Context: an optimization exercise on an open-source flow, tuned for small area, a short achievable clock period and few clock cycles. The choices shown serve that exercise and are no tape-out recipe. Only simulation tests tie the RTL to the original design; equivalence was not proved. Power is estimated from default activity; no workload was simulated.

Design lex_combination_generator_top, start of the top module:
module lex_combination_generator_top
#(
	parameter int MAX_LIST   = 16,
	parameter int MAX_CHOOSE = 16
) (
	input  logic               clk,
	input  logic               arst_n,
	input  logic               psel,
	input  logic               penable,
	input  logic               pwrite,
	input  logic [2:0]         paddr,
	input  logic [31:0]        pwdata,
	output logic [31:0]        prdata,
	output logic               pready,
	input  logic               in_valid,
	output logic               in_stall,
	input  logic               command,
	input  logic [3:0]         load_index,
	input  logic signed [31:0] load_value,
	output logic               out_valid,
	input  logic               out_stall,
	output logic signed [31:0] elem_value,
	output logic [3:0]         elem_position,
	output logic               found,
	output logic               empty_comb,
	output logic               last
);
For scale: about 640 flip-flops, roughly 150 I/O pins.
Settings: LEC_CHECK=0, CAP_MARGIN=20, CORE_MARGIN=2, CORE_UTILIZATION=55, SETUP_SLACK_MARGIN=2.9, SLEW_MARGIN=20; clock period 6.0 ns.
standard.sh (not shown) runs the stock make flow with config.mk's settings and CLKGATE_MAP_FILE= SYNTH_SCRIPT=/design/flow/synth_recipe.tcl, a recipe that flattens the netlist after the stock synthesis.
==> flow/flow/run.sh <==
#!/bin/bash
# The standard layout, except that the clock tree is built from clkbuf_8 cells and
# without dummy load cells. Each tool's output goes to the ORFS logs under orfs/logs/; the
# make output goes to standard.log here.
set -euo pipefail
export CTS_ARGS="-sink_clustering_enable -repair_clock_nets -dont_use_dummy_load -buf_list sky130_fd_sc_hd__clkbuf_8"
bash standard.sh > standard.log 2>&1
Testbench counts at the start, summed over its fixed seeds: cycles 16,772.
Edit:
==> flow/run.sh (new file) <==
#!/bin/bash
# synth_recipe.tcl (not shown) runs the flow's synth.tcl, then flattens the netlist and writes it again
# the make line also repeats each setting of config.mk as NAME=value (left out here)
make -C /OpenROAD-flow-scripts/flow DESIGN_CONFIG=/design/flow/config.mk WORK_HOME=/design/flow/orfs CLKGATE_MAP_FILE= SYNTH_SCRIPT=/design/flow/synth_recipe.tcl finish
--- a/flow/config.mk
+++ b/flow/config.mk
@@ -11 +11,3 @@
-export SETUP_SLACK_MARGIN = 2.9
+export CTS_BUF_LIST = sky130_fd_sc_hd__clkbuf_4 sky130_fd_sc_hd__clkbuf_8
+export CTS_CLUSTER_SIZE = 30
+export SETUP_SLACK_MARGIN = 2.8
removed: flow/flow/run.sh
removed: flow/standard.sh
After rerunning: The changed run passed the timing, design-rule and antenna checks. Via count increases by 2.1%. Cell area increases by 3.7%. Sequential cell count is unchanged. Power increases by 12%. Setup slack is worse by 0.078 ns. Fmax shrinks by 2.3%. Utilization grows by 2.6 points. First-iteration DRC count is lower by 5.4%. Combinational power stays flat. Worst hold slack gets better by 0.032 ns.
Edit:
--- a/flow/config.mk
+++ b/flow/config.mk
@@ -11,3 +11 @@
-export CTS_BUF_LIST = sky130_fd_sc_hd__clkbuf_4 sky130_fd_sc_hd__clkbuf_8
-export CTS_CLUSTER_SIZE = 30
-export SETUP_SLACK_MARGIN = 2.8
+export SETUP_SLACK_MARGIN = 3.3
Result:
- die area is unchanged
- via count came out higher slightly
- power stays flat
- worst hold slack improved by 0.013 ns
- area after synthesis does not change
- synthesized cell count does not change
- first-iteration DRC count rises by roughly a tenth
- sequential share of layout area came out lower by 0.97 points
- count of clock-buffer cells in the layout shrinks by 66
- worst setup slack improved by 0.12 ns
Edit:
--- a/flow/config.mk
+++ b/flow/config.mk
@@ -11 +11 @@
-export SETUP_SLACK_MARGIN = 3.3
+export SETUP_SLACK_MARGIN = 2.8
Outcome: The changed run finished with timing, DRC and antenna clean. Fmax goes down by 0.56%. Worst hold slack hardly moves. Power goes down by 4.2%. Cell area goes down by 4.9%. Critical path depth does not change. First-iteration DRC count goes down by 7.6%. Via count goes down by 3.8%. Clock power goes down by about 4%.
Edit:
--- a/flow/config.mk
+++ b/flow/config.mk
@@ -11 +11,2 @@
-export SETUP_SLACK_MARGIN = 2.8
+export CTS_BUF_LIST = sky130_fd_sc_hd__clkbuf_8
+export SETUP_SLACK_MARGIN = 2.6
First-iteration DRC count drops by 11%; die area is unchanged; routed wire length drops by 5.4%.
Edit:
--- a/flow/config.mk
+++ b/flow/config.mk
@@ -10 +10 @@
-export CORE_UTILIZATION = 55
+export CORE_UTILIZATION = 70
@@ -12 +12 @@
-export SETUP_SLACK_MARGIN = 2.6
+export SETUP_SLACK_MARGIN = 2.7
Effect: The changed run completed with no timing, DRC or antenna violations; power fell by 1.0%; design area hardly moves; worst setup slack gets worse by 0.022 ns; routed wire length is higher by 9.5%; global-route usage grows by 10 points; die area came out lower by 21%; synthesized cell count stays the same; via count rises by 9.6%; worst hold slack loses 0.0062 ns.

* * *

The RTL this note starts from:
==> flow/design.v <==
package lcg_pkg;
	localparam int REG_W = 5;
	localparam int VAL_W = 32;
	localparam int POS_W = 4;
	localparam int NPOS  = 16;
endpackage
module lcg_cell (
	input  logic [15:0] s,
	input  logic [3:0]  p,
	input  logic [3:0]  h,
	input  logic [3:0]  top,      
	output logic [15:0] nxt,
	output logic        has_next,  
	output logic        at_top,
	output logic [3:0]  p_nxt,
	output logic [3:0]  h_nxt
);
	logic [15:0] below, above, le, q;
	logic        q_any;
	logic [3:0]  qhi;
	always_comb begin
		for (int i = 0; i < 16; i++) begin
			below[i] = 4'(i) < p;
			above[i] = 4'(i) > p;
			le[i]    = 4'(i) <= h;
		end
		q   = s & below;
		nxt = q | (above & le);
		q_any = |q;
		qhi = '0;
		for (int i = 0; i < 16; i++) if (q[i]) qhi = 4'(i);
		at_top   = h == top;
		has_next = !(at_top && !q_any);
		p_nxt    = at_top ? qhi : h;
		h_nxt    = at_top ? (h + 4'd1 - p) : (h + 4'd1);
	end
endmodule
module lcg_ram (
	input  logic        clk,
	input  logic        arst_n,
	input  logic        we,       
	input  logic        ws,
	input  logic [31:0] wdata,
	output logic [3:0]  ph,
	input  logic [15:0] rsel,
	output logic [31:0] rdata
);
	logic [31:0] ring_q [16];
	logic [3:0]  ph_q;
	assign ph = ph_q;
	always_ff @(posedge clk or negedge arst_n) begin
		if (!arst_n) ph_q <= 4'd1;
		else         ph_q <= ph_q + 4'd1;
	end
	always_ff @(posedge clk) begin
		for (int s = 0; s < 16; s++) begin
			if (s == 0 && we && !ws)      ring_q[s] <= wdata;
			else if (s == 8 && we && ws)  ring_q[s] <= wdata;
			else                          ring_q[s] <= ring_q[(s + 1) % 16];
		end
	end
	always_comb begin
		rdata = '0;
		for (int s = 0; s < 16; s++) rdata = rdata | (ring_q[s] & {32{rsel[s]}});
	end
endmodule
module lex_combination_generator_top
#(
	parameter int MAX_LIST   = 16,
	parameter int MAX_CHOOSE = 16
) (
	input  logic               clk,
	input  logic               arst_n,
	input  logic               psel,
	input  logic               penable,
	input  logic               pwrite,
	input  logic [2:0]         paddr,
	input  logic [31:0]        pwdata,
	output logic [31:0]        prdata,
	output logic               pready,
	input  logic               in_valid,
	output logic               in_stall,
	input  logic               command,
	input  logic [3:0]         load_index,
	input  logic signed [31:0] load_value,
	output logic               out_valid,
	input  logic               out_stall,
	output logic signed [31:0] elem_value,
	output logic [3:0]         elem_position,
	output logic               found,
	output logic               empty_comb,
	output logic               last
);
	logic [4:0]  n_q, k_q;
	logic [4:0]  n_eff, k_eff, wk_eff;
	logic [3:0]  n_top;
	logic [15:0] kth, wr_kth;
	logic        k_gt_n, k_zero, k_eq_n;
	logic        started_q, exh_q, has_q, fix_q;
	logic        busy_q, jsp_q, jf_q;
	logic [15:0] jm_q, nm_q;
	logic [3:0]  p_q, h_q;
	logic        ov_q, shown_q;
	logic [15:0] sel_q;
	logic [3:0]  pos_q;
	logic        fnd_q, emp_q, last_q;
	logic        cfg_wr, acc_ld, acc_nx, ol, normal, jm_ge2, spec_f, emit_n;
	logic        ld_ok, busy_d, ov_d;
	logic [3:0]  wd;
	logic [15:0] low, rest, succ;
	logic        succ_has, succ_top;
	logic [3:0]  succ_p, succ_h;
	logic [31:0] rd_val;
	logic [3:0]  rd_pos, ph, slot;
	assign n_eff  = (n_q > 5'd16) ? 5'd16 : n_q;
	assign k_eff  = (k_q > 5'd16) ? 5'd16 : k_q;
	assign wk_eff = (pwdata[4:0] > 5'd16) ? 5'd16 : pwdata[4:0];
	assign n_top  = 4'(n_eff - 5'd1);
	assign k_gt_n = k_eff > n_eff;
	assign k_eq_n = k_eff == n_eff;
	assign k_zero = k_q == 5'd0;
	always_comb begin
		for (int i = 0; i < 16; i++) begin
			kth[i]    = 5'(i) < k_q;
			wr_kth[i] = 5'(i) < pwdata[4:0];
		end
	end
	assign pready = 1'b1;
	assign prdata = {27'd0, paddr[2] ? k_q : n_q};
	assign cfg_wr = psel & penable & pwrite;
	assign wd     = {load_index[3] ^ ph[3], 3'd0};
	assign ld_ok  = (load_index[2:0] == ph[2:0]) & ~(ov_q & (sel_q[9] | sel_q[1]));
	assign in_stall = busy_q | (~command & ~ld_ok);
	assign acc_ld = in_valid & ~command & ~busy_q & ld_ok;
	assign acc_nx = in_valid & command & ~busy_q;
	assign ol     = ~ov_q | ~out_stall;
	assign normal = ~exh_q & (started_q | (~k_gt_n & ~k_zero));
	assign spec_f = ~exh_q & ~started_q & k_zero;
	always_comb begin
		logic seen;
		seen = 1'b0;
		for (int i = 0; i < 16; i++) begin
			low[i] = jm_q[i] & ~seen;
			seen   = seen | jm_q[i];
		end
	end
	assign rest   = jm_q & ~low;
	assign jm_ge2 = |rest;
	always_comb begin
		rd_pos = '0;
		for (int i = 0; i < 16; i++) if (low[i]) rd_pos = rd_pos | 4'(i);
	end
	lcg_cell u_succ (
		.s        (jm_q),
		.p        (p_q),
		.h        (h_q),
		.top      (n_top),
		.nxt      (succ),
		.has_next (succ_has),
		.at_top   (succ_top),
		.p_nxt    (succ_p),
		.h_nxt    (succ_h)
	);
	lcg_ram u_list (
		.clk    (clk),
		.arst_n (arst_n),
		.we     (acc_ld),
		.ws     (wd[3]),
		.wdata  (load_value),
		.ph     (ph),
		.rsel   (sel_q),
		.rdata  (rd_val)
	);
	assign slot   = rd_pos - ph;
	assign emit_n = busy_q ? ~jsp_q : (acc_nx & normal);
	assign ov_d = ol ? (busy_q | acc_nx) : ov_q;
	always_comb begin
		busy_d = busy_q;
		if (busy_q) begin
			if (ol && (jsp_q || !jm_ge2)) busy_d = 1'b0;
		end else if (acc_nx) begin
			busy_d = normal ? (~ol | jm_ge2) : ~ol;
		end
	end
	always_ff @(posedge clk or negedge arst_n) begin
		if (!arst_n) begin
			ov_q    <= 1'b0;
			busy_q  <= 1'b0;
		end else begin
			ov_q    <= ov_d;
			busy_q  <= busy_d;
		end
	end
	always_ff @(posedge clk) begin
		if (ol) begin
			sel_q   <= emit_n ? (16'd1 << slot) : 16'd0;
			shown_q <= emit_n;
			pos_q   <= emit_n ? rd_pos : 4'd0;
			fnd_q   <= emit_n | (busy_q ? jf_q : spec_f);
			emp_q   <= ~emit_n & (busy_q ? jf_q : spec_f);
			last_q  <= ~emit_n | ~jm_ge2;
		end else begin
			sel_q <= {sel_q[0], sel_q[15:1]};
		end
	end
	always_ff @(posedge clk or negedge arst_n) begin
		if (!arst_n) begin
			n_q       <= '0;
			k_q       <= '0;
			started_q <= 1'b0;
			exh_q     <= 1'b0;
			jsp_q     <= 1'b0;
			fix_q     <= 1'b0;
		end else begin
			fix_q <= 1'b0;
			if (cfg_wr) begin
				if (paddr[2]) k_q <= pwdata[4:0];
				else          n_q <= pwdata[4:0];
				started_q <= 1'b0;
				exh_q     <= 1'b0;
			end
			if (busy_q) begin
				if (ol && jsp_q) jsp_q <= 1'b0;
			end else if (acc_ld) begin
				started_q <= 1'b0;
				exh_q     <= 1'b0;
			end else if (acc_nx) begin
				started_q <= 1'b1;
				exh_q     <= ~normal | (started_q ? ~has_q : k_eq_n);
				if (normal) begin
					fix_q <= succ_top;
				end else begin
					jsp_q <= ~ol;
				end
			end
		end
	end
	always_ff @(posedge clk) begin
		if (!busy_q && acc_nx) begin
			jf_q  <= spec_f;
			nm_q  <= succ;
			has_q <= succ_has;
		end
		if (cfg_wr) begin
			jm_q <= paddr[2] ? wr_kth : kth;
		end else if (busy_q) begin
			if (ol && !jsp_q) jm_q <= jm_ge2 ? rest : nm_q;
		end else if (acc_ld) begin
			jm_q <= kth;
		end else if (acc_nx && normal && ol) begin
			jm_q <= jm_ge2 ? rest : {jm_q[14:0], 1'b0};
		end
		if (cfg_wr) begin
			p_q <= 4'(paddr[2] ? wk_eff - 5'd1 : k_eff - 5'd1);
			h_q <= 4'(paddr[2] ? wk_eff : k_eff);
		end else if (!busy_q && acc_ld) begin
			p_q <= 4'(k_eff - 5'd1);
			h_q <= 4'(k_eff);
		end else if (!busy_q && acc_nx && normal) begin
			p_q <= succ_p;
			h_q <= succ_h;
		end else if (fix_q) begin
			h_q <= h_q + p_q;
		end
	end
	assign out_valid     = ov_q;
	assign elem_value    = rd_val;
	assign elem_position = pos_q;
	assign found         = fnd_q;
	assign empty_comb    = emp_q;
	assign last          = last_q;
endmodule
Settings: LEC_CHECK=0, CAP_MARGIN=20, CORE_MARGIN=2, CORE_UTILIZATION=55, SETUP_SLACK_MARGIN=2.85, SLEW_MARGIN=20; clock period 6.0 ns.
==> flow/flow/run.sh <==
#!/bin/bash
# The standard layout, except that the clock tree is built from clkbuf_8 cells and
# without dummy load cells, and the ports are buffered with buf_2 cells. Each tool's output
# goes to the ORFS logs under orfs/logs/; the make output goes to standard.log here.
set -euo pipefail
export CTS_ARGS="-sink_clustering_enable -repair_clock_nets -dont_use_dummy_load -buf_list sky130_fd_sc_hd__clkbuf_8"
export BUFFER_PORTS_ARGS="-buffer_cell sky130_fd_sc_hd__buf_2"
bash standard.sh > standard.log 2>&1
The first run produced a clean layout.
Testbench counts at the start, summed over its fixed seeds: cycles 17,050.
Edit:
Settings changed: SETUP_SLACK_MARGIN 2.85 to 2.5.
Result: Synthesized area stays the same. Sequential power climbs by a few percent. Critical path depth stays the same. Cell area went down by roughly a tenth.
Edit:
==> flow/flow/run.sh (replaced) <==
#!/bin/bash
# The standard layout, except that the clock tree is built from clkbuf_8 cells and
# without dummy load cells, and the ports are buffered with buf_1 cells. Each tool's output
# goes to the ORFS logs under orfs/logs/; the make output goes to standard.log here.
set -euo pipefail
export CTS_ARGS="-sink_clustering_enable -repair_clock_nets -dont_use_dummy_load -buf_list sky130_fd_sc_hd__clkbuf_8"
export BUFFER_PORTS_ARGS="-buffer_cell sky130_fd_sc_hd__buf_1"
bash standard.sh > standard.log 2>&1
Settings changed: SETUP_SLACK_MARGIN 2.5 to 2.8.
After rerunning: The changed run completed with no timing, DRC or antenna violations; cell count came out higher by 5.7%; design area came out higher by 9.8%; critical path depth is unchanged; routed wire length came out higher by 17%; clock power came out higher by about 1%; die area stays the same; via count came out higher by 8.8%; flip-flop and latch count stays the same.

==> afterwards: timing with drivers on the ports <==
How much do the figures lean on ideal ports? The routed layouts below were timed once more, with nothing changed but the port constraints. Step 1 (the two cells are an assumption about what drives the block):
set clk [get_ports {clk}]
set_driving_cell -lib_cell sky130_fd_sc_hd__clkbuf_16 $clk
set_driving_cell -lib_cell sky130_fd_sc_hd__buf_2 [delete_from_list [all_inputs] $clk]
Step 2, shift: input delay + t, output delay - t, t = (earliest + latest rising clock arrival at the registers) / 2. This alone moves slack from input paths to output paths. a / b / c = ideal ports / drivers / drivers and shift; a / b = the first two.
| run | shift t [ns] | slack for setup (ns) | hold slack, ns | worst setup path at the end | pins driven straight from the clock port |
|---|---|---|---|---|---|
| the first run of note 1 | 0.680 | 2.672 / 2.619 / 2.335 | 0.297 / 0.297 / 0.297 | input to register | 1 |
| the second run of note 1 | 0.722 | 2.595 / 2.543 / 2.234 | 0.329 / 0.329 / 0.329 | input to register | 1 |
| the third run of note 1 | 0.673 | 2.719 / 2.661 / 2.668 | 0.343 / 0.343 / 0.343 | input to register | 1 |
| the fourth run of note 1 | 0.679 | 2.700 / 2.645 / 2.230 | 0.341 / 0.341 / 0.341 | input to register | 1 |
| the fifth run of note 1 | 0.700 | 2.599 / 2.549 / 1.978 | 0.336 / 0.336 / 0.336 | input to register | 1 |
| the sixth run of note 1 | 0.677 | 2.577 / 2.568 / 2.189 | 0.329 / 0.329 / 0.329 | input to register | 1 |
| the first run of note 2 | 0.687 | 2.780 / 2.723 / 2.243 | 0.330 / 0.330 / 0.330 | input to register | 1 |
| the second run of note 2 | 0.668 | 2.573 / 2.549 / 2.081 | 0.322 / 0.322 / 0.322 | input to register | 1 |
| the third run of note 2 | 0.678 | 2.793 / 2.738 / 2.369 | 0.315 / 0.315 / 0.315 | input to register | 1 |
After both steps setup and hold are still met in every run listed. The setup slack of the fifth run of note 1, which loses most, moves by -0.050 ns with the drivers and by -0.621 ns with both steps.
